This design comes from an exercise in tuning for small area and a short achievable clock period on the open sky130 flow, not from production work. At most, simulation tests tie the RTL to the original design; equivalence was not proved. For run 6, only the layout was checked, not whether the RTL still works. The clock port is modelled as an ideal driver; clocking choices that lean on that would not hold on a real chip. Power figures rest on the tool's default switching activity, not on a simulated workload.

<file path="flow/flow/run.sh">
#!/bin/bash
# Layout flow: the standard ORFS flow (standard.sh, which also runs the
# standard synthesis), with two changes:
#  - the buffers that buffer_ports puts on every input and output port are
#    plain buf_2 cells instead of the delay cells it picks by default;
#  - clock tree synthesis clusters up to 20 sinks per leaf buffer and
#    inserts no dummy loads, for a smaller clock tree.
# make's full output goes to flow_make.log here; each ORFS step's log stays
# under orfs/logs/.
set -euo pipefail
bash standard.sh \
    "BUFFER_PORTS_ARGS=-buffer_cell sky130_fd_sc_hd__buf_2" \
    "CTS_ARGS=-sink_clustering_enable -repair_clock_nets -sink_clustering_size 20 -sink_clustering_max_diameter 100 -dont_use_dummy_load" \
    finish > flow_make.log 2>&1
</file>
<file path="flow/standard.sh">
#!/bin/bash
# synth_recipe.tcl (not shown) runs the flow's synth.tcl, then flattens the netlist and writes it again
# the make line also repeats each setting of config.mk as NAME=value (left out here)
make -C /OpenROAD-flow-scripts/flow DESIGN_CONFIG=/design/flow/config.mk WORK_HOME=/design/flow/orfs CLKGATE_MAP_FILE= SYNTH_SCRIPT=/design/flow/synth_recipe.tcl "${@:-finish}"
</file>
<file path="flow/config.mk">
export PLATFORM = sky130hd
export DESIGN_NAME = idStage
export DESIGN_NICKNAME = idStage
export VERILOG_FILES = /design/flow/design.v
export SDC_FILE = /design/flow/constraint.sdc
export NUM_CORES = 4
export LEC_CHECK = 0
export CAP_MARGIN = 20
export CORE_MARGIN = 2
export CORE_UTILIZATION = 50
export PLACE_DENSITY = 0.92
export SETUP_SLACK_MARGIN = 3
export SLEW_MARGIN = 20
export SYNTH_HIERARCHICAL = 1
export TNS_END_PERCENT = 10
</file>
<file path="flow/constraint.sdc">
create_clock -name core_clock -period 11.0 [get_ports {clk}]
set_input_delay 2.2000 -clock core_clock [delete_from_list [all_inputs] [get_ports {clk}]]
set_output_delay 2.2000 -clock core_clock [all_outputs]
set_load 0.01 [all_outputs]
</file>
<file path="flow/design.v">
package mips_pkg;
    localparam logic [5:0] opSpecial = 6'b000000;
    localparam logic [5:0] opRegimm  = 6'b000001;
    localparam logic [5:0] opJ       = 6'b000010;
    localparam logic [5:0] opJal     = 6'b000011;
    localparam logic [5:0] opBeq     = 6'b000100;
    localparam logic [5:0] opBne     = 6'b000101;
    localparam logic [5:0] opBlez    = 6'b000110;
    localparam logic [5:0] opBgtz    = 6'b000111;
    localparam logic [5:0] opAddi    = 6'b001000;
    localparam logic [5:0] opAddiu   = 6'b001001;
    localparam logic [5:0] opSlti    = 6'b001010;
    localparam logic [5:0] opSltiu   = 6'b001011;
    localparam logic [5:0] opOri     = 6'b001101;
    localparam logic [5:0] opLui     = 6'b001111;
    localparam logic [5:0] opLw      = 6'b100011;
    localparam logic [5:0] opSw      = 6'b101011;
    localparam logic [5:0] fnJr      = 6'b001000;
    localparam logic [5:0] fnJalr    = 6'b001001;
    localparam logic [5:0] fnAddu    = 6'b100001;
    localparam logic [5:0] fnSlt     = 6'b101010;
    localparam logic [5:0] fnSltu    = 6'b101011;
    localparam logic [4:0] rtBltz    = 5'b00000;
    localparam logic [4:0] rtBgez    = 5'b00001;
    localparam logic [4:0] rtBltzal  = 5'b10000;
    localparam logic [4:0] rtBgezal  = 5'b10001;
    localparam logic [1:0] dselLink  = 2'b00;
    localparam logic [1:0] dselLui   = 2'b01;
    localparam logic [1:0] dselSet   = 2'b10;
    typedef enum logic [2:0] {
        cmpNe   = 3'd0,
        cmpLtz  = 3'd1,
        cmpLez  = 3'd2,
        cmpEq   = 3'd3,
        cmpGez  = 3'd4,
        cmpGtz  = 3'd5,
        cmpTrue = 3'd6,   
        cmpLt   = 3'd7    
    } cmpMode;
    typedef struct packed {
        logic [5:0]                      opcode;
        logic [5-1:0] rs;
        logic [5-1:0] rt;
        logic [5-1:0] rd;
        logic [4:0]                      shamt;
        logic [5:0]                      funct;
    } rFormat;
    typedef struct packed {
        logic [5:0]                      opcode;
        logic [5-1:0] rs;
        logic [5-1:0] rt;
        logic [15:0]                     imm16;
    } iFormat;
    typedef struct packed {
        logic [5:0]  opcode;
        logic [25:0] index26;
    } jFormat;
    typedef union packed {
        rFormat rView;
        iFormat iView;
        jFormat jView;
    } instrUnion;
endpackage
`timescale 1ns/100ps
import mips_pkg::*;
module idController (
    input  mips_pkg::instrUnion inst,
    output logic                zeroB,       
    output logic                signedExt,
    output logic                isBranch,
    output logic                jumpReg,     
    output logic                jumpImm,     
    output logic                isLui,
    output logic                isSet,       
    output logic                setImm,      
    output logic                setSigned,   
    output logic                cEq,         
    output logic                cNe,         
    output logic                cLtz,        
    output logic                cGez,        
    output logic                cLez,        
    output logic                cGtz,        
    output logic                cAlways      
);
    logic [5:0] op;
    logic [4:0] rt;
    logic [5:0] fn;
    logic       isSpecial;
    logic       isRegimm;
    logic       rtLtz;
    logic       rtGez;
    assign op = inst.rView.opcode;
    assign rt = inst.rView.rt;
    assign fn = inst.rView.funct;
    assign isSpecial = (op == opSpecial);
    assign isRegimm  = (op == opRegimm);
    assign rtLtz     = (rt == rtBltz) || (rt == rtBltzal);
    assign rtGez     = (rt == rtBgez) || (rt == rtBgezal);
    assign zeroB     = (isRegimm && (rtLtz || rtGez)) || op == opBlez || op == opBgtz;
    assign signedExt = (op == opAddi)  || (op == opAddiu) ||
                       (op == opBeq)   || (op == opBne)   ||
                       (op == opBlez)  || (op == opBgtz)  ||
                       (op == opRegimm) ||
                       (op == opSlti)  || (op == opSltiu) ||
                       (op == opLw)    || (op == opSw);
    assign jumpReg   = isSpecial && (fn == fnJr || fn == fnJalr);
    assign jumpImm   = (op == opJ) || (op == opJal);
    assign isBranch  = (op == opBeq) || (op == opBne) || (op == opBlez) || (op == opBgtz) ||
                       isRegimm || jumpImm || jumpReg;
    assign isLui     = (op == opLui);
    assign setImm    = (op == opSlti) || (op == opSltiu);
    assign isSet     = setImm || (isSpecial && (fn == fnSlt || fn == fnSltu));
    assign setSigned = (op == opSlti) || (isSpecial && fn == fnSlt);
    assign cEq       = (op == opBeq);
    assign cNe       = (op == opBne);
    assign cLtz      = isRegimm && rtLtz;
    assign cGez      = isRegimm && rtGez;
    assign cLez      = (op == opBlez);
    assign cGtz      = (op == opBgtz);
    assign cAlways   = jumpImm || jumpReg || (isRegimm && !rtLtz && !rtGez);
endmodule
`timescale 1ns/100ps
module idComparer (
    input  logic [32-1:0] a,           
    input  logic [32-1:0] b,           
    input  logic [32-1:0] imm,         
    input  logic                        signedCmp,
    input  logic                        setImm,      
    input  logic                        isSet,       
    input  logic                        data0Other,  
    input  logic                        cEq, cNe, cLtz, cGez, cLez, cGtz, cAlways,
    output logic                        branchTaken,
    output logic                        data0
);
    localparam int W = 32;
    logic eq, neg, zero, ltReg, ltImm, setBit;
    assign eq   = (a == b);
    assign neg  = a[W-1];
    assign zero = ~|a;
    idLess lr (.a(a), .b(b),   .signedCmp(signedCmp), .lt(ltReg));
    idLess li (.a(a), .b(imm), .signedCmp(signedCmp), .lt(ltImm));
    assign setBit = setImm ? ltImm : ltReg;
    assign data0  = isSet ? setBit : data0Other;
    assign branchTaken = (cEq  & eq) | (cNe & ~eq) |
                         (cLtz & neg) | (cGez & ~neg) |
                         (cLez & (neg | zero)) | (cGtz & ~(neg | zero)) |
                         cAlways;
endmodule
module idLess (
    input  logic [32-1:0] a,
    input  logic [32-1:0] b,
    input  logic                        signedCmp,
    output logic                        lt
);
    localparam int W = 32;
    localparam int LV = 5;   
    logic [LV:0][W-1:0] l, e;
    always_comb begin
        l[0] = ~a & b;
        e[0] = ~(a ^ b);
        l[0][W-1] = signedCmp ? (a[W-1] & ~b[W-1]) : (~a[W-1] & b[W-1]);
        for (int k = 0; k < LV; k++) begin
            for (int i = 0; i < W; i++) begin
                if (((i >> k) & 1) == 1) begin
                    l[k+1][i] = l[k][i] | (e[k][i] & l[k][((i >> k) << k) - 1]);
                    e[k+1][i] = e[k][i] & e[k][((i >> k) << k) - 1];
                end else begin
                    l[k+1][i] = l[k][i];
                    e[k+1][i] = e[k][i];
                end
            end
        end
    end
    assign lt = l[LV][W-1];
endmodule
`timescale 1ns/100ps
module idOperand (
    input  logic [15:0]                  imm,
    input  logic [32-1:0]  pc,
    input  logic                         signedExt,
    input  logic                         isLui,
    input  logic                         isSet,
    output logic [32-1:0]  extImm,
    output logic [32-1:0]  idData
);
    logic [32-1:0] pcPlus8;
    assign extImm  = {{(32-16){signedExt & imm[15]}}, imm};
    assign pcPlus8 = {pc[32-1:3] + 1'b1, pc[2:0]};   
    always_comb begin
        if (isLui) begin
            idData = {imm, {(32-16){1'b0}}};
        end else if (isSet) begin
            idData = '0;
        end else begin
            idData = pcPlus8;
        end
    end
endmodule
`timescale 1ns/100ps
module idNextPc (
    input  logic [25:0]                  index26,
    input  logic [32-1:0]  pc,
    input  logic                         signedExt,
    input  logic [32-1:0]  rsValue,
    input  logic                         jumpReg,
    input  logic                         jumpImm,
    output logic [32-1:0]  branchTarget
);
    logic [15:0] imm;
    logic [15:0] lowSum;
    logic        carry;
    logic        negImm;
    logic [13:0] hiCarry;    
    logic [13:0] hiNoCarry;  
    logic [3:0]  region;     
    assign imm    = index26[15:0];
    assign negImm = signedExt & imm[15];
    idLowAdd lowAdd (.a(pc[17:2]), .b(imm), .sum(lowSum), .carry(carry));
    idHiAdjust hiAdj (.hi(pc[31:18]), .neg(negImm), .hiCarry(hiCarry), .hiNoCarry(hiNoCarry));
    idRegion reg4 (.pc(pc[31:2]), .region(region));
    always_comb begin
        if (jumpReg) begin
            branchTarget = rsValue;
        end else if (jumpImm) begin
            branchTarget = {region, index26, 2'b00};
        end else begin
            branchTarget = {carry ? hiCarry : hiNoCarry, lowSum, pc[1:0]};
        end
    end
endmodule
module idLowAdd (
    input  logic [15:0] a,
    input  logic [15:0] b,
    output logic [15:0] sum,
    output logic        carry
);
    assign {carry, sum} = {1'b0, a} + {1'b0, b} + 17'd1;
endmodule
module idHiAdjust (
    input  logic [13:0] hi,
    input  logic        neg,
    output logic [13:0] hiCarry,
    output logic [13:0] hiNoCarry
);
    logic [13:0] inc, dec;
    assign inc       = hi + 14'd1;
    assign dec       = hi - 14'd1;
    assign hiCarry   = neg ? hi  : inc;
    assign hiNoCarry = neg ? dec : hi;
endmodule
module idRegion (
    input  logic [29:0] pc,      
    output logic [3:0]  region
);
    assign region = pc[29:26] + {3'b0, &pc[25:0]};
endmodule
`timescale 1ns/100ps
module regFile (
    input  logic                            clk,
    input  logic                            rst,
    input  logic [5-1:0] readAddrA,
    input  logic [5-1:0] readAddrB,
    output logic [32-1:0]     readDataA,
    output logic [32-1:0]     readDataB,
    input  logic                            writeEnable,
    input  logic [5-1:0] writeAddr,
    input  logic [32-1:0]     writeData
);
    localparam int N = 32;
    localparam int W = 32;
    logic [N-1:1][W-1:0] regs;
    logic [N-1:1][W-1:0] regsNext;
    logic [N-1:1]        wLive;    
    logic [N-1:1]        wSet;     
    logic [N-1:1]        wHold;    
    logic [1:0][N-1:1]   selA, selB;     
    logic                bypA, bypB;
    logic [3:0] nAh, nBh, nWh;
    logic [7:0] nAl, nBl, nWl;
    rfPredec2 pah (.a(readAddrA[4:3]),  .en(1'b1),        .n(nAh));
    rfPredec3 pal (.a(readAddrA[2:0]),  .n(nAl));
    rfPredec2 pbh (.a(readAddrB[4:3]),  .en(1'b1),        .n(nBh));
    rfPredec3 pbl (.a(readAddrB[2:0]),  .n(nBl));
    rfPredec2 pwh (.a(writeAddr[4:3]),  .en(writeEnable), .n(nWh));
    rfPredec3 pwl (.a(writeAddr[2:0]),  .n(nWl));
    for (genvar i = 1; i < N; i++) begin : g_dec
        rfNor2 wl (.a(nWh[i / 8]), .b(nWl[i % 8]), .y(wLive[i]));
        for (genvar h = 0; h < 2; h++) begin : g_half
            rfNor3 sa (.a(nAh[i / 8]), .b(nAl[i % 8]), .c(wLive[i]), .y(selA[h][i]));
            rfNor3 sb (.a(nBh[i / 8]), .b(nBl[i % 8]), .c(wLive[i]), .y(selB[h][i]));
        end
    end
    assign bypA = writeEnable && (writeAddr == readAddrA) && (readAddrA != '0);
    assign bypB = writeEnable && (writeAddr == readAddrB) && (readAddrB != '0);
    assign wSet  = wLive & {(N-1){~rst}};
    assign wHold = ~wLive & {(N-1){~rst}};
    for (genvar i = 1; i < N; i++) begin : g_row
        for (genvar j = 0; j < W; j++) begin : g_bit
            rfHoldBit hb (.q(regs[i][j]), .hold(wHold[i]), .d(writeData[j]), .set(wSet[i]),
                          .y(regsNext[i][j]));
        end
    end
    always_ff @(posedge clk) begin
        regs <= regsNext;
    end
    for (genvar j = 0; j < W; j++) begin : g_read
        logic [N-2:0] col;
        for (genvar i = 1; i < N; i++) begin : g_col
            assign col[i-1] = regs[i][j];
        end
        rfReadBit ra (.d(col), .sel(selA[j / 16]), .wd(writeData[j]), .byp(bypA),
                      .y(readDataA[j]));
        rfReadBit rb (.d(col), .sel(selB[j / 16]), .wd(writeData[j]), .byp(bypB),
                      .y(readDataB[j]));
    end
endmodule
module rfHoldBit (
    input  logic q,
    input  logic hold,
    input  logic d,
    input  logic set,
    output logic y
);
    assign y = (q & hold) | (d & set);
endmodule
module rfReadBit (
    input  logic [32-2:0] d,
    input  logic [32-2:0] sel,
    input  logic                       wd,
    input  logic                       byp,
    output logic                       y
);
    logic [31:0] dAll, sAll;
    logic [3:0]  grp;
    assign dAll = {wd, d};
    assign sAll = {byp, sel};
    for (genvar g = 0; g < 4; g++) begin : g_grp
        rfRead8 r8 (.d(dAll[8*g +: 8]), .sel(sAll[8*g +: 8]), .y(grp[g]));
    end
    logic lo, hi;
    rfNor2  o01 (.a(grp[0]), .b(grp[1]), .y(lo));
    rfNor2  o23 (.a(grp[2]), .b(grp[3]), .y(hi));
    rfNand2 oAll (.a(lo), .b(hi), .y(y));
endmodule
module rfRead8 (
    input  logic [7:0] d,
    input  logic [7:0] sel,
    output logic       y
);
    assign y = |(d & sel);
endmodule
module rfPredec2 (
    input  logic [1:0] a,
    input  logic       en,
    output logic [3:0] n
);
    logic [1:0] an;
    rfInv i0 (.a(a[0]), .y(an[0]));
    rfInv i1 (.a(a[1]), .y(an[1]));
    rfNand3 d0 (.a(en), .b(an[1]), .c(an[0]), .y(n[0]));
    rfNand3 d1 (.a(en), .b(an[1]), .c(a[0]),  .y(n[1]));
    rfNand3 d2 (.a(en), .b(a[1]),  .c(an[0]), .y(n[2]));
    rfNand3 d3 (.a(en), .b(a[1]),  .c(a[0]),  .y(n[3]));
endmodule
module rfPredec3 (
    input  logic [2:0] a,
    output logic [7:0] n
);
    logic [2:0] an;
    for (genvar b = 0; b < 3; b++) begin : g_inv
        rfInv ib (.a(a[b]), .y(an[b]));
    end
    for (genvar k = 0; k < 8; k++) begin : g_k
        rfNand3 dk (.a(k[2] ? a[2] : an[2]), .b(k[1] ? a[1] : an[1]), .c(k[0] ? a[0] : an[0]),
                    .y(n[k]));
    end
endmodule
module rfInv (
    input  logic a,
    output logic y
);
    assign y = ~a;
endmodule
module rfNand3 (
    input  logic a,
    input  logic b,
    input  logic c,
    output logic y
);
    assign y = ~(a & b & c);
endmodule
module rfNor2 (
    input  logic a,
    input  logic b,
    output logic y
);
    assign y = ~(a | b);
endmodule
module rfNand2 (
    input  logic a,
    input  logic b,
    output logic y
);
    assign y = ~(a & b);
endmodule
module rfNor3 (
    input  logic a,
    input  logic b,
    input  logic c,
    output logic y
);
    assign y = ~(a | b | c);
endmodule
`timescale 1ns/100ps
import mips_pkg::*;
module idStage (
    input  logic                            clk,
    input  logic                            rst,
    input  mips_pkg::instrUnion             inst,
    input  logic [32-1:0]     pc,
    input  logic                            wbWriteEnable,
    input  logic [5-1:0] wbWriteAddr,
    input  logic [32-1:0]     wbWriteData,
    output logic [32-1:0]     rsValue,
    output logic [32-1:0]     rtValue,
    output logic [32-1:0]     extImm,
    output logic [32-1:0]     idData,
    output logic [32-1:0]     branchTarget,
    output logic                            branchTaken,
    output logic                            isBranch
);
    logic zeroB, signedExt, jumpReg, jumpImm, isLui, isSet, setImm, setSigned;
    logic cEq, cNe, cLtz, cGez, cLez, cGtz, cAlways;
    logic [32-1:0] rtRaw;      
    logic [32-1:0] immExt;
    logic data0Other, data0;
    logic [32-1:0] idDataOther;
    idController ctrl (
        .inst(inst), .zeroB(zeroB), .signedExt(signedExt), .isBranch(isBranch),
        .jumpReg(jumpReg), .jumpImm(jumpImm), .isLui(isLui), .isSet(isSet),
        .setImm(setImm), .setSigned(setSigned),
        .cEq(cEq), .cNe(cNe), .cLtz(cLtz), .cGez(cGez), .cLez(cLez), .cGtz(cGtz),
        .cAlways(cAlways)
    );
    regFile grf (
        .clk(clk), .rst(rst),
        .readAddrA(inst.rView.rs), .readAddrB(inst.rView.rt),
        .readDataA(rsValue), .readDataB(rtRaw),
        .writeEnable(wbWriteEnable), .writeAddr(wbWriteAddr), .writeData(wbWriteData)
    );
    assign rtValue = zeroB ? '0 : rtRaw;
    idComparer comparer (
        .a(rsValue), .b(rtRaw), .imm(immExt), .signedCmp(setSigned), .setImm(setImm),
        .isSet(isSet), .data0Other(data0Other),
        .cEq(cEq), .cNe(cNe), .cLtz(cLtz), .cGez(cGez), .cLez(cLez), .cGtz(cGtz),
        .cAlways(cAlways), .branchTaken(branchTaken), .data0(data0)
    );
    idOperand operand (
        .imm(inst.iView.imm16), .pc(pc), .signedExt(signedExt), .isLui(isLui),
        .isSet(isSet), .extImm(immExt), .idData(idDataOther)
    );
    assign data0Other = idDataOther[0];
    assign idData = {idDataOther[32-1:1], data0};
    assign extImm = immExt;
    idNextPc nextPc (
        .index26(inst.jView.index26), .pc(pc), .signedExt(signedExt), .rsValue(rsValue),
        .jumpReg(jumpReg), .jumpImm(jumpImm), .branchTarget(branchTarget)
    );
endmodule
</file>
==> flow_metrics.tcl, run 1 <==
set metrics [dict create \
    portBuffers 265 \
    grt_pass1_wl_um 302000 \
    die_w_um 311 \
    drive_gt1_frac 0.231 \
    tightestPinTransition_ns 1.18 \
    synth_area_per_cell_um2 10.1 \
    power_density_nw_per_um2 115 \
    top_register "grf.regs" \
    first_global_vias 47900 \
    multiInputGateArea_um2 28200 \
    antenna_found_initial 8 \
    dr.first_iter.drc_count 10100 \
    dieArea_um2 96400 \
    first_pass_iters 17 \
    fill_cells 7244 \
    cts_hold_buf 0 \
    ys_types 88 \
    hold_violations 0 \
    gp_congestion 1.06 \
    critPathMaxFanout 16 \
    syn_inst 4640 \
    largest_register_ffs 992 \
    seq_area_um2 19900 \
    reg_top3 "grf.regs: 992 flops" \
    core_um2 93200 \
    fin_hold_ws_ns 0.517 \
    crit_arrival_ns 6.23 \
    initial_core_util 0.504 \
    post-route-min-period_ns 8.43 \
    ys_seq_area_frac 0.423 \
    grt_max_degree 63 \
    maxCapViolations 0 \
    cp-start-kind "primary input" \
    cts-root-buf "clkbuf_16" \
    criticalPathCategory "in -> out" \
    cts_tree "done" \
    p_leak_nw 20.3 \
    fin_util 0.600 \
    wire_per_inst_um 31.9 \
    end_kind "output port" \
    fin_setup_tns_ns 0 \
    rsz0062_at_grt "true" \
    fin_nets 5432 \
    drc 0 \
    synth_area_um2 47000 \
    clk_pin_slew_ns 0.09 \
    area_delta_synth_final_pct 19.0 \
    gr-total-overflow 0 \
    setup_viol 0 \
    clkLatencyLatePin_ns 0.66 \
    ys_ff_latch 992 \
    crit_required_ns 8.80 \
    cts_buffers 55 \
    vdd_drop_max_uv 111 \
    synth_warnings 10 \
    fmax_mhz 119 \
    cts_buffer_depth 3 \
    grtUsageTotal 0.399 \
    final_area_um2 55900 \
    die_h_um 311 \
    status "timing/DRC/antenna clean" \
    io_pins 266 \
    drv_slew 0 \
    hold_class "reg -> reg" \
    async_flop_share 0 \
    p_total_mw 6.44 \
    synth_edf_count 0 \
    hpwl_um 130000 \
    rows 112 \
    final_common_cell "a22o_1" \
    skew_ns 0 \
    placed_area_um2 50900 \
    h-tree-depth 2 \
    slew_headroom 0.211 \
    num_vias 51300 \
    routed_wl_um 207000 \
    finalCritPeriodShare 0.766 \
    postRouteAntennaNets 0 \
    final_cell_mix "a22o_1 (994), dfxtp_1 (992), a22oi_1 (974), buf_4 (304), nand4_1 (293)" \
    vias_per_cell 7.90 \
    clock-sinks 992 \
    synth_ff_type "dfxtp_1" \
]
cell usage after synthesis (9+ instances only):
| cell type | count | share of area |
|---|---|---|
| a22oi_1 | 1024 | 0.16 |
| a22o_1 | 994 | 0.19 |
| dfxtp_1 | 992 | 0.42 |
| nand4_1 | 293 | 0.039 |
| nor2_1 | 231 | 0.018 |
| nand2_1 | 137 | 0.011 |
| nor3_2 | 127 | 0.027 |
| inv_1 | 102 | 0.0081 |
| ha_1 | 85 | 0.023 |
| nor2b_1 | 80 | 0.011 |
| nand3_1 | 70 | 0.0075 |
| xnor2_1 | 67 | 0.012 |
| buf_4 | 41 | 0.0066 |
| a21oi_1 | 37 | 0.0039 |
| mux2i_1 | 34 | 0.0072 |
| o21ai_1 | 24 | 0.0026 |
| xor2_1 | 24 | 0.0045 |
| nor4_1 | 22 | 0.0029 |
| nor3_1 | 21 | 0.0022 |
| o21ai_0 | 17 | 0.0018 |
| buf_2 | 16 | 0.0017 |
| clkbuf_1 | 12 | 0.00096 |
| nor3b_1 | 12 | 0.0019 |
| o211ai_1 | 12 | 0.0019 |
| a211oi_2 | 11 | 0.0029 |
| a211oi_1 | 9 | 0.0014 |
| and3_1 | 9 | 0.0012 |
worst max-delay path: stages:
cell and delay, ns:
buf_4 0.19, inv_6 0.13, nand3_4 0.16, nor2_4 0.20, buf_12 0.15, nor3_2 0.05, buf_4 0.23, a22oi_1 0.21
nand4_1 0.20, nor2_1 0.46, nand2_2 0.32, ha_1 0.37, nor2b_1 0.13, o21ai_0 0.15, o211ai_1 0.22, a311o_1 0.33
mux2i_1 0.21, a21oi_1 0.11, buf_2 0.18
modules after synthesis (local to each module, per instance), excerpt:
| module | area (um^2) | times used | cells inside | flip-flops and latches |
|---|---|---|---|---|
| idStage | 230 | 1 | 36 | 0 |
| rfNand2 | 3.75 | 64 | 1 | 0 |
| rfRead8 | 36.3 | 256 | 5 | 0 |
| idOperand | 1240 | 1 | 192 | 0 |
| regFile | 20300 | 1 | 1082 | 992 |
| idLowAdd | 806 | 1 | 113 | 0 |
| idController | 233 | 1 | 40 | 0 |
| idRegion | 109 | 1 | 14 | 0 |
| idHiAdjust | 674 | 1 | 87 | 0 |
| rfNor2 | 3.75 | 159 | 1 | 0 |
| rfHoldBit | 8.76 | 992 | 1 | 0 |
metrics by stage:
| step | setup slack, ns | cells |
|---|---|---|
| after global placement | 1.84 | 6271 |
| final | 2.57 | 6497 |
| after global routing | 2.60 | 6497 |
| after floorplan | 3.18 | 4647 |
| after detailed placement | 1.87 | 6271 |
| after CTS | 3.00 | 6453 |
repair_timing:
| item | in CTS | in global routing |
|---|---|---|
| setup endpoints to repair | 2 | 2 |
| setup buffers | 119 | 41 |
| gates resized for setup | 422 | 81 |
| gates cloned | 8 | 0 |
| pin swaps | 140 | 110 |
final cells by class:
type	count	share of cell area
antenna	3	0.000134
clock buffer	55	0.0246
inverter	102	0.00761
multi-input combinational	3470	0.504
sequential	992	0.355
tap	1254	0.0281
timing repair buffer	621	0.0802
cell families after synthesis:
kind of cell | Yosys count | synth area share
other cells | 1 | 0.0000798
fa+ha+maj | 86 | 0.0231
buf+inv | 186 | 0.0212
simple gates | 1069 | 0.135
xor+xnor | 91 | 0.0170
compound gates | 2180 | 0.374
mux | 35 | 0.00748
flops | 992 | 0.423
routing by layer:
layer / vias up / global-route usage / wire length (um)
li1: 20500 / - / -
met1: 23800 / 0.478 / 68000
met2: 5290 / 0.612 / 86300
met3: 1707 / 0.145 / 34500
met4: 6 / 0.236 / 18500
met5: - / 0 / 36
power by group:
group | switching, mW | internal [mW] | total, mW
Sequential | 0.0237 | 3.61 | 3.64
Clock | 1.19 | 0.885 | 2.07
Combinational | 0.512 | 0.213 | 0.724
path summary, 6_finish.rpt:
path                                      from             to  slack, ns  depth (start not counted)
worst max register to register   grf.regs[769]  grf.regs[769]      10.26                          1
worst min-delay path             grf.regs[393]  grf.regs[393]       0.52                          1
worst max-delay path            wbWriteAddr[0]      idData[0]       2.57                         19
worst min register to register   grf.regs[393]  grf.regs[393]       0.52                          1
==> inputs of run 2 (changes only) <==
--- a/flow/config.mk
+++ b/flow/config.mk
@@ -9,5 +9,5 @@
 export CORE_MARGIN = 2
 export CORE_UTILIZATION = 50
-export PLACE_DENSITY = 0.92
+export PLACE_DENSITY = 0.85
 export SETUP_SLACK_MARGIN = 3
 export SLEW_MARGIN = 20
==> run 2 against run 1 <==
Compared with the run above:
- combinational power down 2%
- critical path type unchanged
- still clean on timing, DRC and antenna
- non-clock buffer count down 29
- design area down 0.81%
- largest cell class unchanged
- critical path depth unchanged
- clock skew unchanged
- setup slack worse by 0.014 ns
==> flow_metrics.tcl, run 2 <==
set metrics [dict create \
    status "timing/DRC/antenna clean" \
    worstHoldEndpoint "grf.regs[910]" \
    rr_worst_depth 1 \
    largest_register_ffs 992 \
    worstHoldStart "grf.regs[910]" \
    antenna_found_initial 7 \
    ys_types 88 \
    skew_ns 0 \
    num_vias 50000 \
    async_flop_share 0 \
    cts_buffers 56 \
    clkLatencyLatePin_ns 0.63 \
    ys_seq_area_frac 0.423 \
    hpwl_um 129000 \
    cts_tree "done" \
    post-route-min-period_ns 8.44 \
    cp-start-kind "primary input" \
    area_delta_synth_final_pct 18.0 \
    top_register "grf.regs" \
    fin_nets 5403 \
    drc 0 \
    clock-sinks 992 \
    vias_per_cell 7.74 \
    cts_buffer_depth 3 \
    p_leak_nw 20.1 \
    synth_area_per_cell_um2 10.1 \
    regToRegSetupSlack_ns 10.24 \
    final_common_cell "a22o_1" \
    synth_warnings 10 \
    fin_util 0.595 \
    hold_violations 0 \
    core_um2 93200 \
    synth_edf_count 0 \
    postRouteAntennaNets 0 \
    end_kind "output port" \
    min_path_cells 1 \
    grtUsageTotal 0.394 \
    rows 112 \
    cts-root-buf "clkbuf_16" \
    h-tree-depth 2 \
    synth_ff_type "dfxtp_1" \
    portBuffers 265 \
    synth_top_area_cell "dfxtp_1" \
    critPathMaxFanout 16 \
    tightestPinTransition_ns 1.12 \
    maxCapViolations 0 \
    vdd_drop_max_uv 119 \
    dieArea_um2 96400 \
    dr.first_iter.drc_count 9549 \
    drv_slew 0 \
    setup_viol 0 \
    routed_wl_um 203000 \
    grt_pass1_wl_um 298000 \
    cts_hold_buf 0 \
    r2r-end "grf.regs[222]" \
    placed_cells 6281 \
    power_density_nw_per_um2 116 \
    drive_gt1_frac 0.224 \
    gr-total-overflow 0 \
    yosys-top-cells-count "a22oi_1 (1024), a22o_1 (994), dfxtp_1 (992)" \
    criticalPathCategory "in -> out" \
    wire_per_inst_um 31.4 \
    fin_hold_ws_ns 0.516 \
    syn_inst 4640 \
    reg_top3 "grf.regs: 992 flops" \
    slew_headroom 0.256 \
    initial_core_util 0.504 \
    crit_arrival_ns 6.24 \
    first_pass_iters 22 \
    die_w_um 311 \
    rsz0062_at_grt "true" \
    grt_max_degree 63 \
    yosys-top-cells-area "dfxtp_1 (42%), a22o_1 (19%), a22oi_1 (16%)" \
    final_cells 6469 \
    first_global_vias 46600 \
    crit_required_ns 8.80 \
    hold_class "reg -> reg" \
    fin_setup_tns_ns 0 \
    ys_ff_latch 992 \
    rr_startpoint "grf.regs[222]" \
    yosysMostFrequentCell "a22oi_1" \
    finalCritPeriodShare 0.767 \
    clk_pin_slew_ns 0.08 \
    p_total_mw 6.44 \
    netlist.area_leader.share 0.423 \
    die_h_um 311 \
    synth_area_um2 47000 \
    gp_congestion 1.07 \
    io_pins 266 \
    fmax_mhz 118 \
    final_cell_mix "a22o_1 (994), a22oi_1 (993), dfxtp_1 (992), nand4_1 (293), buf_4 (292)" \
]
[run 2: cell count changes in the layout (fill, tap and decap cells not counted), sizes merged]
cell,previous run,this run
buf,620,591
clkbuf,56,57
clkinvlp,8,9
diode,3,4
inv,94,93
nor3,149,148
[run 2: logic make-up (layout without fill, tap and decap cells)]
group / after synthesis / after routing / share of synthesized area
other cells: 1 / 12 / 0.0000798
flops: 992 / 992 / 0.423
mux: 35 / 35 / 0.00748
simple gates: 1069 / 1069 / 0.135
fa+ha+maj: 86 / 86 / 0.0231
xor+xnor: 91 / 91 / 0.0170
buf+inv: 186 / 750 / 0.0212
compound gates: 2180 / 2180 / 0.374
[run 2: final cells by class]
cell class	count	area, um^2
Fill cell	7551	37700
Multi-Input combinational cell	3469	28000
Sequential cell	992	19900
Timing Repair Buffer	592	4160
Tap cell	1254	1570
Clock buffer	56	1400
Inverter	102	424
Antenna cell	4	10.0
[run 2: how the worst max path moves through the flow]
stage / startpoint / end / slack (ns) / depth (start not counted)
CTS: wbWriteAddr[2] / idData[0] / 2.93 / 20
finish: wbWriteAddr[2] / idData[0] / 2.56 / 19
floorplan: inst[24] / idData[0] / 3.18 / 17
detailed placement: wbWriteAddr[3] / idData[0] / 1.85 / 20
global route: wbWriteAddr[2] / idData[0] / 2.62 / 20
global placement: wbWriteAddr[3] / idData[0] / 1.88 / 20
[run 2: timing repair]
item | 4_1_cts | 5_1_grt
cloned | 3 | 0
pin swaps | 117 | 88
hold endpoints to repair | 0 | 0
buffers inserted | 86 | 39
endpoints found under the setup margin | 2 | 2
gates resized for setup | 390 | 82
[run 2: per-module statistics from Yosys, one instance, submodules excluded, excerpt]
module / copies in the design / flip-flops and latches / cell area (um^2)
idLess: 2 / 0 / 798
idLowAdd: 1 / 0 / 806
idOperand: 1 / 0 / 1240
rfInv: 15 / 0 / 3.75
rfNand2: 64 / 0 / 3.75
rfNor2: 159 / 0 / 3.75
rfNor3: 124 / 0 / 10.0
rfRead8: 256 / 0 / 36.3
[run 2: metal layers]
layer	global-route usage	wire length [um]
met1	0.488	69100
met2	0.600	85000
met3	0.140	32800
met4	0.208	16300
met5	0	150
[run 2: metrics by stage]
| stage | instance area [um^2] | setup WS, ns |
|---|---|---|
| floorplan | 47000 | 3.18 |
| global placement | 51000 | 1.88 |
| detailed placement | 51000 | 1.85 |
| CTS | 54800 | 2.93 |
| global route | 55400 | 2.62 |
| finish | 55500 | 2.56 |
[run 2: critical path, stage by stage]
cell and delay [ns]:
buf_12 0.13, clkinvlp_4 0.20, nand3_4 0.27, nor2_4 0.28, nor3_2 0.06, buf_4 0.23, a22oi_1 0.22, nand4_1 0.26
nor2_2 0.37, nand2_2 0.26, inv_1 0.11, ha_1 0.25, nand4_1 0.13, a21oi_1 0.06, o31a_1 0.28, a311o_1 0.37
mux2i_2 0.24, a21oi_2 0.10, buf_2 0.19
[run 2: report_power, final]
group	leakage (nW)	switching [mW]	internal, mW	total [mW]
Sequential	8.00	0.0230	3.61	3.64
Clock	0.690	1.19	0.901	2.09
Combinational	11.4	0.506	0.206	0.712
==> inputs of run 3 (changes only) <==
--- a/flow/config.mk
+++ b/flow/config.mk
@@ -8,6 +8,6 @@
 export CAP_MARGIN = 20
 export CORE_MARGIN = 2
-export CORE_UTILIZATION = 50
-export PLACE_DENSITY = 0.85
+export CORE_UTILIZATION = 65
+export PLACE_DENSITY = 0.8
 export SETUP_SLACK_MARGIN = 3
 export SLEW_MARGIN = 20
==> run 3 against run 2 <==
Compared with the run above:
- still clean on timing, DRC and antenna
- fmax shrank 2.9%
- first-iteration DRC count grew 13%
- cell count shrank 4.1%
- global-route usage grew 16 points
- register-to-register slack lost 0.17 ns
- critical path depth shrank 1
- count of clock-buffer cells in the layout shrank 1
- sequential power is essentially flat
- worst hold slack is essentially flat
- wire length grew 8.5%
- non-clock buffer count grew 35
- setup slack lost 0.26 ns
- largest power group unchanged
==> flow_metrics.tcl, run 3 <==
set metrics [dict create \
    ys_types 88 \
    power_density_nw_per_um2 116 \
    status "timing/DRC/antenna clean" \
    dieArea_um2 74500 \
    critPathMaxFanout 16 \
    slowest_stage "nor4_4" \
    clk_pin_slew_ns 0.08 \
    synth_top_area_cell "dfxtp_1" \
    yosys-top-cells-count "a22oi_1 (1024), a22o_1 (994), dfxtp_1 (992)" \
    async_flop_share 0 \
    cts_tree "done" \
    synth_top_family_by_area "compound AO/OA/AOI/OAI gates" \
    initial_core_util 0.657 \
    placed_cells 5942 \
    path_cells "buf_12, nor4_4, o21ai_1, and4_4, bufbuf_16, a22oi_1, nand4_1, nor2_1, nand2_1, inv_1, ha_1, nand4_1, nor3_1, o31a_1, a311o_1, mux2i_2, a21oi_2, buf_2" \
    synth_ff_type "dfxtp_1" \
    yosysMostFrequentCell "a22oi_1" \
    placed_area_um2 50600 \
    first_global_vias 48400 \
    final_cells 6202 \
    p_leak_nw 20.5 \
    clock-sinks 992 \
    cts_buffers 55 \
    fin_hold_ws_ns 0.517 \
    cts_buffer_depth 3 \
    synth_warnings 10 \
    cts-root-buf "clkbuf_16" \
    fill_cells 4786 \
    regToRegSetupSlack_ns 10.07 \
    cp_top_family "simple AND/OR/NAND/NOR gates" \
    vdd_drop_max_uv 144 \
    yosys-top-cells-area "dfxtp_1 (42%), a22o_1 (19%), a22oi_1 (16%)" \
    crit_buf_inv 4 \
    synthMuxAreaShare 0.00748 \
    vias_per_cell 8.45 \
    final_cell_mix "a22o_1 (994), dfxtp_1 (992), a22oi_1 (989), nand4_1 (293), buf_4 (290)" \
    ys_ff_latch 992 \
    hpwl_um 130000 \
    crit_required_ns 8.80 \
    yosys.area_share.simple 0.135 \
    skew_ns 0 \
    criticalPathCategory "in -> out" \
    antenna_found_initial 7 \
    cpPeakStageDelay_ns 0.63 \
    gp_congestion 1.05 \
    largest_register_ffs 992 \
    portBuffers 265 \
    post-route-min-period_ns 8.70 \
    first_pass_iters 22 \
    fin_setup_tns_ns 0 \
    end_kind "output port" \
    gr-total-overflow 0 \
    grtUsageTotal 0.553 \
    crit_top_cell "nand4_1" \
    grt_max_degree 64 \
    cp-start-kind "primary input" \
    core_um2 71500 \
    drive_gt1_frac 0.229 \
    rsz0062_at_grt "true" \
    crit_arrival_ns 6.50 \
    io_pins 266 \
    syn_inst 4640 \
    area_delta_synth_final_pct 19.6 \
    die_w_um 273 \
    postRouteAntennaNets 0 \
    rows 98 \
    wire_per_inst_um 35.6 \
    setup_viol 0 \
    hold_violations 0 \
    dr.first_iter.drc_count 10800 \
    drc 0 \
    synth_xor_area_frac 0.0170 \
    final_area_um2 56200 \
    synth_edf_count 0 \
    fin_nets 5438 \
    ys_seq_area_frac 0.423 \
    tightestPinTransition_ns 1.31 \
    netlist.area_leader.share 0.423 \
    drv_slew 0 \
    synth_area_per_cell_um2 10.1 \
    fin_util 0.786 \
    rr_startpoint "grf.regs[985]" \
    h-tree-depth 2 \
    fmax_mhz 115 \
    synth-compound-area-share 0.374 \
    reg_top3 "grf.regs: 992 flops" \
    clkLatencyLatePin_ns 0.69 \
    die_h_um 273 \
    finalCritPeriodShare 0.791 \
    num_vias 52400 \
    slew_headroom 0.127 \
    synth_area_um2 47000 \
    maxCapViolations 0 \
    worstHoldStart "grf.regs[802]" \
    top_register "grf.regs" \
    cts_hold_buf 0 \
    synthAdderAreaFrac 0.0231 \
    hold_class "reg -> reg" \
    worstSetupStartpoint "inst[23]" \
    grt_pass1_wl_um 313000 \
    routed_wl_um 221000 \
    final_common_cell "a22o_1" \
]
==> run 3: cell count changes in the layout (fill, tap and decap cells not counted), sizes merged <==
cell and delta:
buf +34, bufbuf +2, clkbuf -2, clkinvlp -2
diode +2, inv +2, nor3 +1
==> run 3: layer usage <==
metal,vias to the layer above,track usage,share of wire
met5,-,0.0456,0.0018
met2,5876,0.780,0.39
met1,24100,0.664,0.33
met3,1900,0.260,0.18
met4,16,0.369,0.097
li1,20500,-,-
==> run 3: kinds of logic (layout without fill, tap and decap cells) <==
| logic type | Yosys count | in the layout |
|---|---|---|
| compound gates | 2180 | 2180 |
| simple gates | 1069 | 1070 |
| flops | 992 | 992 |
| buf+inv | 186 | 784 |
| xor+xnor | 91 | 91 |
| fa+ha+maj | 86 | 86 |
| mux | 35 | 35 |
| other cells | 1 | 14 |
==> run 3: area by class of cell <==
| class | instances | area [um^2] | share of cell area |
|---|---|---|---|
| Multi-Input combinational cell | 3470 | 28400 | 0.505 |
| Sequential cell | 992 | 19900 | 0.353 |
| Timing Repair Buffer | 627 | 4970 | 0.0884 |
| Clock buffer | 55 | 1380 | 0.0245 |
| Tap cell | 950 | 1190 | 0.0211 |
| Inverter | 102 | 432 | 0.00768 |
| Antenna cell | 6 | 15.0 | 0.000267 |
==> run 3: timing repair <==
item,in CTS,in global routing
gates resized for setup,431,86
setup endpoints to repair,2,2
pin swaps,145,84
cloned,7,0
buffers inserted,140,41
==> run 3: worst paths after layout <==
| kind | cells past startpoint | endpoint |
|---|---|---|
| min | 1 | grf.regs[802] |
| min reg2reg | 1 | grf.regs[802] |
| max | 18 | idData[0] |
| max reg2reg | 1 | grf.regs[985] |
==> run 3: per-stage QoR <==
stage                     setup WS [ns]  total power [mW]
after floorplan                    3.18              4.02
after global placement             1.79              4.33
after detailed placement           1.76              4.34
after CTS                          2.88              6.37
after global routing               2.41              6.60
final                              2.30              6.50
==> run 3: Yosys stat by module (local to each module, per instance), excerpt <==
module	cells	flip-flops and latches	copies in the design	area (um^2)
rfNand3	1	0	36	5.00
idController	40	0	1	233
idLowAdd	113	0	1	806
idRegion	14	0	1	109
idLess	111	0	2	798
idStage	36	0	1	230
idHiAdjust	87	0	1	674
idOperand	192	0	1	1240
idComparer	63	0	1	502
rfNand2	1	0	64	3.75
rfHoldBit	1	0	992	8.76
rfNor3	1	0	124	10.0
regFile	1082	992	1	20300
rfInv	1	0	15	3.75
rfRead8	5	0	256	36.3
==> run 3: power breakdown <==
| part | switching (mW) | leakage [nW] | internal (mW) |
|---|---|---|---|
| clock network | 1.21 | 0.678 | 0.885 |
| registers | 0.0237 | 8.00 | 3.61 |
| logic | 0.542 | 11.8 | 0.223 |
==> inputs of run 4 (changes only) <==
==> flow/flow/run.sh (replaced) <==
#!/bin/bash
# Layout flow: the standard ORFS flow (standard.sh, which also runs the
# standard synthesis), with two changes:
#  - the buffers that buffer_ports puts on every input and output port are
#    plain buf_1 cells instead of the delay cells it picks by default;
#  - clock tree synthesis clusters up to 20 sinks per leaf buffer and
#    inserts no dummy loads, for a smaller clock tree.
# make's full output goes to flow_make.log here; each ORFS step's log stays
# under orfs/logs/.
set -euo pipefail
bash standard.sh \
    "BUFFER_PORTS_ARGS=-buffer_cell sky130_fd_sc_hd__buf_1" \
    "CTS_ARGS=-sink_clustering_enable -repair_clock_nets -sink_clustering_size 20 -sink_clustering_max_diameter 100 -dont_use_dummy_load" \
    finish > flow_make.log 2>&1
--- a/flow/config.mk
+++ b/flow/config.mk
@@ -8,6 +8,5 @@
 export CAP_MARGIN = 20
 export CORE_MARGIN = 2
-export CORE_UTILIZATION = 65
-export PLACE_DENSITY = 0.8
+export CORE_UTILIZATION = 55
 export SETUP_SLACK_MARGIN = 3
 export SLEW_MARGIN = 20
==> run 4 against run 3 <==
Compared with the run above:
- global-route usage shrank 6.8 points
- design area shrank 0.74%
- clock power is essentially flat
- sequential share of layout area grew 0.26 points
- synthesized cell count is the same
- total power grew 0.16%
- sequential power is essentially flat
- critical path type unchanged
- largest power group unchanged
==> flow_metrics.tcl, run 4 <==
set metrics [dict create \
    status "timing/DRC/antenna clean" \
    p_leak_nw 19.6 \
    first_global_vias 45300 \
    routed_wl_um 223000 \
    clkLatencyLatePin_ns 0.66 \
    top_register "grf.regs" \
    async_flop_share 0 \
    rr_worst_depth 1 \
    core_um2 84900 \
    clk_pin_slew_ns 0.09 \
    fmax_mhz 118 \
    pwr-share-comb 0.115 \
    wire_per_inst_um 34.9 \
    post-route-min-period_ns 8.51 \
    min_path_cells 1 \
    synth_area_um2 47000 \
    finalCritPeriodShare 0.773 \
    largest_register_ffs 992 \
    fin_nets 5427 \
    clock_power_share 0.326 \
    io_pins 266 \
    num_vias 49500 \
    cts_tree "done" \
    drc 0 \
    power_frac_seq 0.559 \
    netlist.area_leader.share 0.423 \
    criticalPathCategory "in -> out" \
    synth_warnings 10 \
    ys_ff_latch 992 \
    hold_class "reg -> reg" \
    h-tree-depth 2 \
    maxCapViolations 0 \
    setup_viol 0 \
    crit_arrival_ns 6.31 \
    syn_inst 4640 \
    area_delta_synth_final_pct 18.7 \
    die_w_um 296 \
    vdd_drop_max_uv 139 \
    fin_setup_tns_ns 0 \
    synth_ff_type "dfxtp_1" \
    cts-root-buf "clkbuf_16" \
    clock-sinks 992 \
    skew_ns 0 \
    critPathMaxFanout 16 \
    ys_types 88 \
    rows 107 \
    synth_area_per_cell_um2 10.1 \
    yosys-top-cells-area "dfxtp_1 (42%), a22o_1 (19%), a22oi_1 (16%)" \
    ys_seq_area_frac 0.423 \
    antenna_found_initial 8 \
    final_common_cell "a22oi_1" \
    placed_cells 6170 \
    cp-start-kind "primary input" \
    p_int_mw 4.72 \
    power_density_nw_per_um2 117 \
    crit_required_ns 8.80 \
    yosysMostFrequentCell "a22oi_1" \
    hpwl_um 137000 \
    cts_hold_buf 0 \
    fill_cells 7094 \
    hold_violations 0 \
    die_h_um 296 \
    cts_buffer_depth 3 \
    vias_per_cell 7.75 \
    gr-total-overflow 0 \
    netSwitchingFraction 0.274 \
    tightestPinTransition_ns 1.28 \
    gp_congestion 1.06 \
    p_switching_mw 1.79 \
    synth_top_area_cell "dfxtp_1" \
    final_cells 6382 \
    portBuffers 265 \
    dr.first_iter.drc_count 7619 \
    yosys-top-cells-count "a22oi_1 (1024), a22o_1 (994), dfxtp_1 (992)" \
    grt_pass1_wl_um 316000 \
    synth_edf_count 0 \
    reg_top3 "grf.regs: 992 flops" \
    postRouteAntennaNets 0 \
    end_kind "output port" \
    slew_headroom 0.145 \
    drv_slew 0 \
    cts_buffers 56 \
    initial_core_util 0.554 \
    dieArea_um2 87800 \
    final_cell_mix "a22oi_1 (1002), a22o_1 (994), dfxtp_1 (992), nand4_1 (293), buf_4 (262)" \
    first_pass_iters 9 \
    drive_gt1_frac 0.181 \
    rsz0062_at_grt "true" \
    grt_max_degree 41 \
    grtUsageTotal 0.485 \
]
## run 4: cells by family (layout without fill, tap and decap cells)
logic type | Yosys count | after routing | synth area share
other cells | 1 | 11 | 0.0000798
flops | 992 | 992 | 0.423
mux | 35 | 35 | 0.00748
fa+ha+maj | 86 | 86 | 0.0231
compound gates | 2180 | 2180 | 0.374
simple gates | 1069 | 1071 | 0.135
xor+xnor | 91 | 91 | 0.0170
buf+inv | 186 | 772 | 0.0212
## run 4: per-layer routing
metal,track usage,vias up,share of wire
met5,0.00887,-,0.00063
met4,0.271,12,0.068
met3,0.181,1016,0.15
met2,0.680,4202,0.41
met1,0.639,23800,0.37
li1,-,20400,-
## run 4: power groups by stage
| stage | sequential [mW] | combinational [mW] | clock (mW) |
|---|---|---|---|
| finish | 3.64 | 0.750 | 2.12 |
| global placement | 3.72 | 0.635 | 0 |
| global route | 3.64 | 0.766 | 2.22 |
| detailed placement | 3.72 | 0.640 | 0 |
| CTS | 3.64 | 0.704 | 2.10 |
| floorplan | 3.71 | 0.310 | 0 |
## run 4: through the flow
stage | worst slack (ns) | util | hold slack [ns] | power [mW] | area [um^2]
6_report | 2.49 | 0.657 | 0.516 | 6.51 | 55800
3_5_place_dp | 1.42 | 0.600 | 0.495 | 4.36 | 50900
5_1_grt | 2.48 | 0.657 | 0.526 | 6.63 | 55800
3_3_place_gp | 1.59 | 0.599 | 0.489 | 4.35 | 50800
4_1_cts | 2.92 | 0.655 | 0.515 | 6.44 | 55600
2_1_floorplan | 3.18 | - | 0.479 | 4.02 | 47000
## run 4: worst paths after layout
check / startpoint / to / slack (ns)
max reg2reg: grf.regs[495] / grf.regs[495] / 10.28
max: inst[16] / idData[0] / 2.49
min reg2reg: grf.regs[806] / grf.regs[806] / 0.52
min: grf.regs[806] / grf.regs[806] / 0.52
## run 4: cell type report
cell class | count | area (um^2) | area share
Inverter | 102 | 430 | 0.00772
Multi-Input combinational cell | 3471 | 28200 | 0.505
Antenna cell | 3 | 7.51 | 0.000135
Timing Repair Buffer | 614 | 4470 | 0.0802
Sequential cell | 992 | 19900 | 0.356
Tap cell | 1144 | 1430 | 0.0257
Clock buffer | 56 | 1400 | 0.0251
## run 4: timing repair
| action | 4_1_cts | 5_1_grt |
|---|---|---|
| buffers inserted | 133 | 2 |
| cloned | 12 | 0 |
| pin swaps | 195 | 10 |
| gates resized for setup | 495 | 3 |
| setup endpoints to repair | 14 | 2 |
## run 4: worst max-delay path: stages
cell        delay (ns)
buf_4             0.15
clkinvlp_4        0.18
nand3_1           0.16
buf_8             0.20
nor3_2            0.07
buf_4             0.22
a22oi_1           0.22
nand4_1           0.28
nor2_2            0.36
nand2_1           0.39
nand2_1           0.15
o21ai_1           0.09
a221oi_2          0.28
o211ai_1          0.36
a311o_1           0.45
mux2i_2           0.26
a21oi_1           0.10
buf_2             0.15
## run 4: per-module statistics from Yosys (local to each module, per instance), a selection
module      cells  times used  cell area, um^2  flops+latches
idNextPc      121           1              958              0
idComparer     63           1              502              0
rfHoldBit       1         992             8.76              0
regFile      1082           1            20300            992
idStage        36           1              230              0
idOperand     192           1             1240              0
idHiAdjust     87           1              674              0
rfNand3         1          36             5.00              0
idRegion       14           1              109              0
rfRead8         5         256             36.3              0
==> inputs of run 5 (changes only) <==
==> flow/flow/run.sh (replaced) <==
#!/bin/bash
# Layout flow: the standard ORFS flow (standard.sh, which also runs the
# standard synthesis), with these changes:
#  - the buffers that buffer_ports puts on every input and output port are
#    plain buf_2 cells instead of the delay cells it picks by default;
#  - clock tree synthesis clusters up to 20 sinks per leaf buffer and
#    inserts no dummy loads, for a smaller clock tree;
#  - after CTS, one more setup repair that may resize cells to any footprint
#    (flow/post_cts.tcl).
# make's full output goes to flow_make.log here; each ORFS step's log stays
# under orfs/logs/.
set -euo pipefail
bash standard.sh \
    "BUFFER_PORTS_ARGS=-buffer_cell sky130_fd_sc_hd__buf_2" \
    "CTS_ARGS=-sink_clustering_enable -repair_clock_nets -sink_clustering_size 20 -sink_clustering_max_diameter 100 -dont_use_dummy_load" \
    "POST_CTS_TCL=$(pwd)/flow/post_cts.tcl" \
    finish > flow_make.log 2>&1
==> flow/flow/post_cts.tcl (new file) <==
# Hook run by ORFS at the end of the CTS step (POST_CTS_TCL), before it
# writes 4_1_cts.odb: one more setup repair, this time free to resize cells
# to any footprint (the step's own repair keeps footprints), then legalize.
log_cmd estimate_parasitics -placement
log_cmd repair_timing -setup -setup_margin $::env(SETUP_SLACK_MARGIN) -repair_tns 100 -verbose
log_cmd detailed_placement
check_placement -verbose
report_worst_slack -max
--- a/flow/config.mk
+++ b/flow/config.mk
@@ -8,5 +8,5 @@
 export CAP_MARGIN = 20
 export CORE_MARGIN = 2
-export CORE_UTILIZATION = 55
+export CORE_UTILIZATION = 50
 export SETUP_SLACK_MARGIN = 3
 export SLEW_MARGIN = 20
==> run 5 against run 4 <==
Compared with the run above:
- largest power group unchanged
- combinational power about the same
- setup slack got worse by 0.081 ns
- clock power hardly changed
- still clean
- sequential cell count did not move
- via count about the same
- non-clock buffer count shrank 20
- wire length grew 3.0%
- critical endpoint unchanged
- global-route usage shrank 3.3 points
==> flow_metrics.tcl, run 5 <==
set metrics [dict create \
    yosysMostFrequentCell "a22oi_1" \
    skew_ns 0 \
    status "timing/DRC/antenna clean" \
    crit_arrival_ns 6.39 \
    drc 0 \
    grt_pass1_wl_um 326000 \
    fill_cells 8066 \
    antenna_found_initial 4 \
    synth_top_area_cell "dfxtp_1" \
    rsz0062_at_grt "true" \
    fin_hold_ws_ns 0.515 \
    slew_headroom 0.142 \
    ys_ff_latch 992 \
    fmax_mhz 116 \
    hold_class "reg -> reg" \
    maxUsedRoutingLayer "met5" \
    fin_nets 5405 \
    clock-sinks 992 \
    maxCapViolations 0 \
    synth_edf_count 0 \
    synth_ff_type "dfxtp_1" \
    dr.first_iter.drc_count 7592 \
    num_vias 49500 \
    final_common_cell "a22oi_1" \
    netlist.area_leader.share 0.423 \
    reg_top3 "grf.regs: 992 flops" \
    critPathMaxFanout 16 \
    area_delta_synth_final_pct 18.2 \
    yosys-top-cells-area "dfxtp_1 (42%), a22o_1 (19%), a22oi_1 (16%)" \
    fin_util 0.596 \
    grt_max_degree 37 \
    ys_seq_area_frac 0.423 \
    die_w_um 311 \
    synth_warnings 10 \
    portBuffers 265 \
    cts_tree "done" \
    crit_required_ns 8.80 \
    gr-total-overflow 0 \
    hold_violations 0 \
    core_um2 93200 \
    largest_register_ffs 992 \
    placed_cells 6280 \
    final_cell_mix "a22oi_1 (1016), a22o_1 (994), dfxtp_1 (992), nand4_1 (293), buf_4 (288)" \
    hpwl_um 142000 \
    end_kind "output port" \
    clkLatencyLatePin_ns 0.70 \
    first_pass_iters 7 \
    setup_viol 0 \
    routed_wl_um 229000 \
    met2_length_um 93100 \
    grtUsageTotal 0.452 \
    postRouteAntennaNets 0 \
    p_leak_nw 20.2 \
    final_cells 6469 \
    pwr-share-comb 0.115 \
    initial_core_util 0.504 \
    fin_setup_tns_ns 0 \
    netSwitchingFraction 0.276 \
    yosys-top-cells-count "a22oi_1 (1024), a22o_1 (994), dfxtp_1 (992)" \
    die_h_um 311 \
    async_flop_share 0 \
    wire_per_inst_um 35.5 \
    drv_slew 0 \
    synth_area_um2 47000 \
    io_pins 266 \
    tightestPinTransition_ns 1.28 \
    syn_inst 4640 \
    top_register "grf.regs" \
    gp_congestion 1.00 \
    synth_area_per_cell_um2 10.1 \
    vias_per_cell 7.65 \
    routedLengthMet1_um 86800 \
    first_global_vias 45700 \
    clock_power_share 0.328 \
    cp-start-kind "primary input" \
    power_density_nw_per_um2 118 \
    drive_gt1_frac 0.210 \
    wl_met3_um 34700 \
    p_int_mw 4.73 \
    ys_types 88 \
    finalCritPeriodShare 0.781 \
    clk_pin_slew_ns 0.08 \
    post-route-min-period_ns 8.59 \
    dieArea_um2 96400 \
    criticalPathCategory "in -> out" \
    power_frac_seq 0.557 \
    rows 112 \
    p_switching_mw 1.80 \
    vdd_drop_max_uv 122 \
]
[run 5: changes by cell type in the layout (fill, tap and decap cells not counted), moves of 14 or more]
cell and change:
clkbuf_2 -31, buf_4 +26, buf_2 +245, buf_12 -17, a22oi_1 +14, nor2_2 -18, a22oi_2 -14, nand2_1 +14
buf_6 -24, nor2_1 +14, buf_1 -218
[run 5: path summary, 6_finish.rpt]
kind | startpoint | to | slack (ns) | cells past startpoint
setup / recovery | wbWriteAddr[1] | idData[0] | 2.41 | 20
hold / removal | grf.regs[754] | grf.regs[754] | 0.51 | 1
setup reg to reg | grf.regs[901] | grf.regs[901] | 10.29 | 1
hold reg to reg | grf.regs[754] | grf.regs[754] | 0.51 | 1
[run 5: cells by family (layout without fill, tap and decap cells)]
| kind of cell | after synthesis | after routing | share of synthesized area |
|---|---|---|---|
| simple gates | 1069 | 1069 | 0.135 |
| other cells | 1 | 10 | 0.0000798 |
| compound gates | 2180 | 2180 | 0.374 |
| fa+ha+maj | 86 | 86 | 0.0231 |
| buf+inv | 186 | 752 | 0.0212 |
| xor+xnor | 91 | 91 | 0.0170 |
| flops | 992 | 992 | 0.423 |
| mux | 35 | 35 | 0.00748 |
[run 5: power by group through the flow]
stage	registers, mW	clock network, mW	logic [mW]
2_1_floorplan	3.71	0	0.310
3_3_place_gp	3.72	0	0.652
3_5_place_dp	3.72	0	0.655
5_1_grt	3.64	2.27	0.766
6_report	3.64	2.14	0.751
[run 5: worst max-delay path, cell delays in order]
cell,delay (ns)
buf_12,0.13
clkinvlp_4,0.11
buf_6,0.14
nand3_4,0.17
buf_6,0.18
nor2_4,0.19
nor3_2,0.05
buf_4,0.24
a22oi_1,0.22
nand4_1,0.41
nor2_2,0.28
nand2_4,0.10
ha_4,0.23
a21o_1,0.16
a221oi_2,0.28
o211ai_1,0.32
a311o_1,0.46
mux2i_2,0.19
a21oi_2,0.10
buf_2,0.19
[run 5: cell type report]
cell class | count | area [um^2] | area share
clock buffers | 56 | 1400 | 0.0252
well taps | 1254 | 1570 | 0.0283
repair buffers | 594 | 4270 | 0.0769
diodes | 2 | 5.00 | 0.0000901
flip-flops and latches | 992 | 19900 | 0.358
multi-input cells | 3469 | 28000 | 0.504
inverters | 102 | 420 | 0.00757
[run 5: modules after synthesis, one instance, submodules excluded, excerpt]
module | area (um^2) | cells inside
idStage | 230 | 36
idRegion | 109 | 14
idHiAdjust | 674 | 87
rfNand3 | 5.00 | 1
idOperand | 1240 | 192
rfNor2 | 3.75 | 1
rfHoldBit | 8.76 | 1
idNextPc | 958 | 121
idComparer | 502 | 63
idController | 233 | 40
idLowAdd | 806 | 113
rfNand2 | 3.75 | 1
rfInv | 3.75 | 1
rfRead8 | 36.3 | 5
idLess | 798 | 111
regFile | 20300 | 1082
[run 5: stage by stage]
| stage | area [um^2] | power, mW | setup WS (ns) |
|---|---|---|---|
| 3_3_place_gp | 51200 | 4.37 | 1.59 |
| 6_report | 55500 | 6.53 | 2.41 |
| 2_1_floorplan | 47000 | 4.02 | 3.18 |
| 5_1_grt | 55500 | 6.67 | 2.43 |
| 3_5_place_dp | 51300 | 4.37 | 1.55 |
[run 5: per-layer routing]
metal,vias up,global-route usage
met5,-,0.0183
li1,20400,-
met4,6,0.241
met1,24000,0.583
met3,947,0.180
met2,4174,0.642
==> inputs of run 6 (changes only) <==
--- a/flow/design.v
+++ b/flow/design.v
@@ -122,6 +122,6 @@
 `timescale 1ns/100ps
 module idComparer (
-    input  logic [32-1:0] a,           
-    input  logic [32-1:0] b,           
+    input  logic [32-1:0] aCmp,        
+    input  logic [32-1:0] bCmp,        
     input  logic [32-1:0] imm,         
     input  logic                        signedCmp,
@@ -135,9 +135,9 @@
     localparam int W = 32;
     logic eq, neg, zero, ltReg, ltImm, setBit;
-    assign eq   = (a == b);
-    assign neg  = a[W-1];
-    assign zero = ~|a;
-    idLess lr (.a(a), .b(b),   .signedCmp(signedCmp), .lt(ltReg));
-    idLess li (.a(a), .b(imm), .signedCmp(signedCmp), .lt(ltImm));
+    assign eq   = (aCmp == bCmp);
+    assign neg  = aCmp[W-1];
+    assign zero = ~|aCmp;
+    idLess lr (.a(aCmp), .b(bCmp), .signedCmp(signedCmp), .lt(ltReg));
+    idLess li (.a(aCmp), .b(imm),  .signedCmp(signedCmp), .lt(ltImm));
     assign setBit = setImm ? ltImm : ltReg;
     assign data0  = isSet ? setBit : data0Other;
@@ -263,4 +263,6 @@
     output logic [32-1:0]     readDataA,
     output logic [32-1:0]     readDataB,
+    output logic [32-1:0]     cmpDataA,     
+    output logic [32-1:0]     cmpDataB,     
     input  logic                            writeEnable,
     input  logic [5-1:0] writeAddr,
@@ -310,7 +312,7 @@
         end
         rfReadBit ra (.d(col), .sel(selA[j / 16]), .wd(writeData[j]), .byp(bypA),
-                      .y(readDataA[j]));
+                      .y(readDataA[j]), .yCmp(cmpDataA[j]));
         rfReadBit rb (.d(col), .sel(selB[j / 16]), .wd(writeData[j]), .byp(bypB),
-                      .y(readDataB[j]));
+                      .y(readDataB[j]), .yCmp(cmpDataB[j]));
     end
 endmodule
@@ -329,5 +331,6 @@
     input  logic                       wd,
     input  logic                       byp,
-    output logic                       y
+    output logic                       y,
+    output logic                       yCmp     
 );
     logic [31:0] dAll, sAll;
@@ -342,4 +345,5 @@
     rfNor2  o23 (.a(grp[2]), .b(grp[3]), .y(hi));
     rfNand2 oAll (.a(lo), .b(hi), .y(y));
+    rfNand2 oCmp (.a(lo), .b(hi), .y(yCmp));
 endmodule
 module rfRead8 (
@@ -433,4 +437,6 @@
     logic cEq, cNe, cLtz, cGez, cLez, cGtz, cAlways;
     logic [32-1:0] rtRaw;      
+    logic [32-1:0] rsCmp;      
+    logic [32-1:0] rtCmp;
     logic [32-1:0] immExt;
     logic data0Other, data0;
@@ -446,10 +452,11 @@
         .clk(clk), .rst(rst),
         .readAddrA(inst.rView.rs), .readAddrB(inst.rView.rt),
-        .readDataA(rsValue), .readDataB(rtRaw),
+        .readDataA(rsValue), .readDataB(rtRaw), .cmpDataA(rsCmp), .cmpDataB(rtCmp),
         .writeEnable(wbWriteEnable), .writeAddr(wbWriteAddr), .writeData(wbWriteData)
     );
     assign rtValue = zeroB ? '0 : rtRaw;
     idComparer comparer (
-        .a(rsValue), .b(rtRaw), .imm(immExt), .signedCmp(setSigned), .setImm(setImm),
+        .aCmp(rsCmp), .bCmp(rtCmp), .imm(immExt),
+        .signedCmp(setSigned), .setImm(setImm),
         .isSet(isSet), .data0Other(data0Other),
         .cEq(cEq), .cNe(cNe), .cLtz(cLtz), .cGez(cGez), .cLez(cLez), .cGtz(cGtz),
==> flow/flow/run.sh (replaced) <==
#!/bin/bash
# Layout flow: the standard ORFS flow (standard.sh, which also runs the
# standard synthesis), with two changes:
#  - the buffers that buffer_ports puts on every input and output port are
#    plain buf_2 cells instead of the delay cells it picks by default;
#  - clock tree synthesis clusters up to 20 sinks per leaf buffer and
#    inserts no dummy loads, for a smaller clock tree.
# make's full output goes to flow_make.log here; each ORFS step's log stays
# under orfs/logs/.
set -euo pipefail
bash standard.sh \
    "BUFFER_PORTS_ARGS=-buffer_cell sky130_fd_sc_hd__buf_2" \
    "CTS_ARGS=-sink_clustering_enable -repair_clock_nets -sink_clustering_size 20 -sink_clustering_max_diameter 100 -dont_use_dummy_load" \
    finish > flow_make.log 2>&1
removed: flow/flow/post_cts.tcl
==> run 6 against run 5 <==
Compared with the run above:
- die area is 0.51% higher
- global-route usage is 1.6 points lower
- sequential cell count stayed put
- non-clock buffer count is 10 lower
- synthesized area is 0.51% higher
- cell count is 0.90% higher
- highest routed layer unchanged
==> flow_metrics.tcl, run 6 <==
set metrics [dict create \
    synth_edf_count 0 \
    end_kind "output port" \
    vias_per_cell 7.46 \
    dr.first_iter.drc_count 7553 \
    fin_util 0.597 \
    rows 112 \
    yosys-top-cells-count "a22oi_1 (1024), a22o_1 (994), dfxtp_1 (992)" \
    slowest_stage "nand2_1" \
    syn_inst 4704 \
    async_flop_share 0 \
    drive_gt1_frac 0.200 \
    timing.final.ws_setup_ns 2.47 \
    top_register "grf.regs" \
    yosysMostFrequentCell "a22oi_1" \
    initial_core_util 0.505 \
    p_total_mw 6.54 \
    cts_buffer_depth 3 \
    hold_violations 0 \
    maxCapViolations 0 \
    cpPeakStageDelay_ns 0.38 \
    placed_cells 6332 \
    synth_area_um2 47200 \
    hpwl_um 143000 \
    post-route-min-period_ns 8.53 \
    fin_hold_ws_ns 0.513 \
    drv_slew 0 \
    setup_viol 0 \
    final_area_um2 55800 \
    clock-sinks 992 \
    synth_warnings 10 \
    routed_wl_um 224000 \
    gr-total-overflow 0 \
    die_h_um 311 \
    ys_types 88 \
    path_cells "buf_2, nand3_4, buf_4, nor2_4, buf_4, nor3_2, buf_4, a22oi_1, nand4_1, nor2_1, nand2_1, inv_1, ha_1, nand4_1, nor3_1, o31a_1, a311o_1, mux2i_4, a21oi_1, buf_2" \
    final_cell_mix "a22oi_1 (1015), a22o_1 (994), dfxtp_1 (992), nand4_1 (293), buf_4 (266)" \
    grtUsageTotal 0.436 \
    slew_headroom 0.158 \
    p_leak_nw 20.7 \
    netlist.area_leader.share 0.421 \
    rr_startpoint "grf.regs[64]" \
    cts_hold_buf 0 \
    postRouteAntennaNets 0 \
    h-tree-depth 2 \
    finalCritPeriodShare 0.776 \
    final_cells 6527 \
    dieArea_um2 96900 \
    largest_register_ffs 992 \
    power_density_nw_per_um2 117 \
    ys_ff_latch 992 \
    antenna_found_initial 10 \
    hold_class "reg -> reg" \
    core_um2 93500 \
    io_pins 266 \
    gp_congestion 1.02 \
    synth_ff_type "dfxtp_1" \
    clk_pin_slew_ns 0.05 \
    final_common_cell "a22oi_1" \
    first_global_vias 45200 \
    cts-root-buf "clkbuf_16" \
    wire_per_inst_um 34.3 \
    yosys-top-cells-area "dfxtp_1 (42%), a22o_1 (18%), a22oi_1 (16%)" \
    crit_buf_inv 6 \
    cp-start-kind "primary input" \
    synth_top_area_cell "dfxtp_1" \
    dp_slack_ns 1.69 \
    clkLatencyLatePin_ns 0.67 \
    min_path_cells 1 \
    rsz0062_at_grt "true" \
    portBuffers 265 \
    r2r-end "grf.regs[64]" \
    reg_top3 "grf.regs: 992 flops" \
    vdd_drop_max_uv 118 \
    num_vias 48700 \
    drc 0 \
    grt_max_degree 58 \
    worstHoldStart "grf.regs[647]" \
    placed_area_um2 51600 \
    regToRegSetupSlack_ns 10.28 \
    area_delta_synth_final_pct 18.1 \
    fmax_mhz 117 \
    first_pass_iters 7 \
    cp.depth 20 \
    skew_ns 0 \
    cts_tree "done" \
    grt_pass1_wl_um 318000 \
    cp_top_family "simple AND/OR/NAND/NOR gates" \
    die_w_um 311 \
    critPathMaxFanout 16 \
    crit_arrival_ns 6.33 \
    worstHoldEndpoint "grf.regs[647]" \
    fin_nets 5460 \
    cts_buffers 57 \
    fin_setup_tns_ns 0 \
    crit_required_ns 8.80 \
    crit_top_cell "buf_4" \
    ys_seq_area_frac 0.421 \
    fill_cells 8184 \
    rr_worst_depth 1 \
    tightestPinTransition_ns 1.26 \
    status "timing/DRC/antenna clean" \
    criticalPathCategory "in -> out" \
    synth_area_per_cell_um2 10.0 \
]
## run 6: cell count changes after synthesis
cell,before,now
nand2_1,137,201
## run 6: logic make-up (layout without fill, tap and decap cells)
group,Yosys count,after routing,synth area share
compound gates,2180,2180,0.372
simple gates,1133,1133,0.139
flops,992,992,0.421
mux,35,35,0.00744
fa+ha+maj,86,86,0.0229
xor+xnor,91,91,0.0169
buf+inv,186,743,0.0211
other cells,1,13,0.0000794
## run 6: what timing repair did
action,4_1_cts,5_1_grt
setup buffers,72,42
cloned,1,0
pin swaps,91,33
gates resized for setup,269,26
setup endpoints to repair,2,2
## run 6: how the worst max path moves through the flow
| stage | to | startpoint |
|---|---|---|
| floorplan | idData[0] | inst[24] |
| global placement | idData[0] | inst[17] |
| detailed placement | idData[0] | inst[23] |
| CTS | idData[0] | wbWriteAddr[0] |
| global route | idData[0] | inst[25] |
| finish | idData[0] | wbWriteAddr[3] |
## run 6: layer usage
layer | up-vias | GRT usage | wire length (um)
li1 | 20500 | - | -
met3 | 819 | 0.122 | 27800
met5 | - | 0 | 39
met1 | 23500 | 0.572 | 85600
met2 | 3837 | 0.622 | 93100
met4 | 8 | 0.295 | 17200
## run 6: final cells by class
cell class / count / area [um^2] / share of cell area
well taps: 1254 / 1570 / 0.0281
flip-flops and latches: 992 / 19900 / 0.356
clock buffers: 57 / 1430 / 0.0256
inverters: 102 / 413 / 0.00740
repair buffers: 584 / 4500 / 0.0807
multi-input cells: 3533 / 28000 / 0.502
diodes: 5 / 12.5 / 0.000224
## run 6: where the power goes
| part | switching (mW) | leakage [nW] | internal (mW) |
|---|---|---|---|
| logic | 0.528 | 12.0 | 0.216 |
| clock network | 1.24 | 0.702 | 0.917 |
| registers | 0.0223 | 8.00 | 3.61 |
## run 6: Yosys stat by module, one instance, submodules excluded, a selection
module      flip-flops and latches  cells  area [um^2]
regFile                        992   1082        20300
idHiAdjust                       0     87          674
idComparer                       0     63          502
idStage                          0     36          230
idRegion                         0     14          109
rfNand2                          0      1         3.75
